This is an optimization exercise on Yosys and OpenROAD, whose aim is small area, a short achievable clock period and few clock cycles, not a production implementation.
Power and IR drop assume default switching activity.

Setup of run A:
==> flow/design.v (excerpt) <==
module octree_searcher
(
  input  logic           clk,
  input  logic           rst_n,
  input  logic           start_i,
  input  octree_pkg::lod_mask_t      lod_mask_i,
  output logic           busy_o,
  output logic           done_o,
  output logic           sram_cen_o,
  output octree_pkg::addr_t          sram_addr_o,
  input  octree_pkg::word_t          sram_q_i,
  output octree_pkg::word_t          feature_o,
  output logic           feature_valid_o,
  input  logic           feature_ready_i
);
clock: 6.0 ns
lec_check: 0
abc_area: 1
cap_margin: 20
core_margin: 2
core_utilization: 40
setup_slack_margin: 3.25
slew_margin: 20
standard.sh (not shown) runs the stock make flow with config.mk's settings and CLKGATE_MAP_FILE= SYNTH_SCRIPT=/design/flow/synth_recipe.tcl, a recipe that flattens the netlist after the stock synthesis.
==> flow/flow/run.sh <==
#!/bin/bash
# Standard ORFS layout, with small buffers on the ports instead of the default choice.
set -euo pipefail
export BUFFER_PORTS_ARGS="-buffer_cell sky130_fd_sc_hd__buf_2"
bash standard.sh > standard_make.log 2>&1
Input-level comparison between run B and run A:
--- a/flow/design.v
+++ b/flow/design.v
@@ -103,29 +103,29 @@
     n3 = ffs8(m2_rest);
     inc_lo     = slot_cur[6:0] + 7'd1;
     child_slot = {(ic == 3'd7) ? inc_lo : slot_cur[6:0], 3'(ic + 3'd1)};
     sib3_slot  = {(n3 == 3'd7) ? slot_cur[9:3] + 7'd1 : slot_cur[9:3], 3'(n3 + 3'd1)};
     sib2_slot  = {3'd0, ({1'b0, p1} + 4'd1) + 4'(n2 == 3'd7), 3'(n2 + 3'd1)};
     sib1_slot  = {6'd0, ({1'b0, n1} + 4'd1)};
     adv_slot   = adv3 ? sib3_slot : adv2 ? sib2_slot : adv1 ? sib1_slot : 10'd0;
   end
   logic fast, dec_desc, dec_hold, dec_adv, adv_go, handoff;
   logic [7:0] hmask;
   logic [2:0] hi;
-  assign fast     = s_data && !leaf && (cbits == 8'd0);
+  assign fast     = s_data && (leaf ? !fbusy_q : (cbits == 8'd0));
   assign dec_desc = s_data && !leaf && (cbits != 8'd0);
   assign dec_hold = s_dec && any && !f_accept;
   assign dec_adv  = s_dec && !dec_hold;
   assign adv_go   = dec_adv || fast;
-  assign hmask    = cap_q;
-  assign handoff  = s_dec && f_accept && (hmask != 8'd0);
+  assign hmask    = fast ? sbits : cap_q;
+  assign handoff  = ((fast && leaf) || (s_dec && f_accept)) && (hmask != 8'd0);
   assign hi       = ffs8(hmask);
   logic [7:0] fa_first, fa_next;
   assign fa_first = {(hi == 3'd7) ? inc_lo[4:0] : slot_cur[4:0], 3'(hi + 3'd1)};
   assign fa_next  = {(fn == 3'd7) ? fa_q[7:3] + 5'd1 : fa_q[7:3], 3'(fn + 3'd1)};
   logic n_issue, n_fbusy, n_qfeat, n_idle;
   always_comb begin
     n_qfeat = ffire || (qfeat_q && !feature_ready_i);
     n_fbusy = fbusy_q;
     if (ffire && f_last) n_fbusy = 1'b0;
     if (handoff) n_fbusy = 1'b1;
     n_issue = s_issue;
@@ -156,23 +156,23 @@
       s_idle    <= n_idle;
       rq_free_q <= (n_issue || n_fbusy || n_idle) && !n_qfeat;
       rq_held_q <= (n_issue || (n_fbusy && !n_idle)) && n_qfeat;
       if (ffire) fk_q <= fk_q + 2'd1;
       if (s_idle && start_i) begin
         if (lod_mask_i == 4'd0) s_done <= 1'b1;
         else s_data <= 1'b1;
       end
       if (s_issue && (!qfeat_q || feature_ready_i)) s_data <= 1'b1;
       if (s_data) begin
         s_data <= 1'b0;
-        s_dec  <= leaf;
+        s_dec  <= leaf && fbusy_q;
       end
       if (dec_desc) begin
         s_dec   <= 1'b0;
         waddr_q <= child_slot[9:2];
         wlane_q <= child_slot[1:0];
       end
       if (adv_go) begin
         s_dec   <= 1'b0;
         waddr_q <= adv_slot[9:2];
         wlane_q <= adv_slot[1:0];
         if (!adv_any) s_done <= 1'b1;
## What came out
- From run A to run B the numbers moved as follows: total chip power increased by 25% relative to the old numbers, top achievable clock speed lost 11%.
- Of the two candidates, run A has the better worst path setup slack after routing and run B the worse one.
- Measured against each other, run A and run B differ in layout-stage area growth over the synthesis result, the lower figure coming from run A.
- Run A → run B: total routing resource utilization after global routing picked up an extra 1.6 points, shortest clock period the worst path allows after layout picked up an extra 0.35 ns, combinational share of power picked up an extra 8.9 points, die area lost about 2.3%, total vias in the final route picked up an extra about 6%.
- Looking at run A and run B, the mux cell area share after synthesis is a wash.
No functional check of the RTL was part of any run of this note.

## port drivers added, routing unchanged
In the flow no input, the clock included, has a driving cell. The finished layouts below were timed again as built, in two steps. Step 1 sets driving cells, clkbuf_16 on the clock port and buf_2 on the other inputs (assumed; they add their load-dependent delay and slew). Step 2 moves the port delays by t, midway between the first and last clock arrival at a register: inputs arrive t later, outputs are due t later. That takes back most of the time a late clock gives input paths. a / b / c = ideal ports / drivers / drivers and shift; a / b = the first two.
| run | shift t [ns] | setup slack, ns | hold slack, ns |
|---|---|---|---|
| run A | 0.385 | 3.266 / 3.234 / 2.998 | 0.461 / 0.461 / 0.461 |
| run B | 0.386 | 2.919 / 2.924 / 2.538 | 0.498 / 0.498 / 0.498 |
After both steps setup and hold are still met in every run listed. The setup slack of run B, which loses most, moves by +0.005 ns with the drivers and by -0.381 ns with both steps.
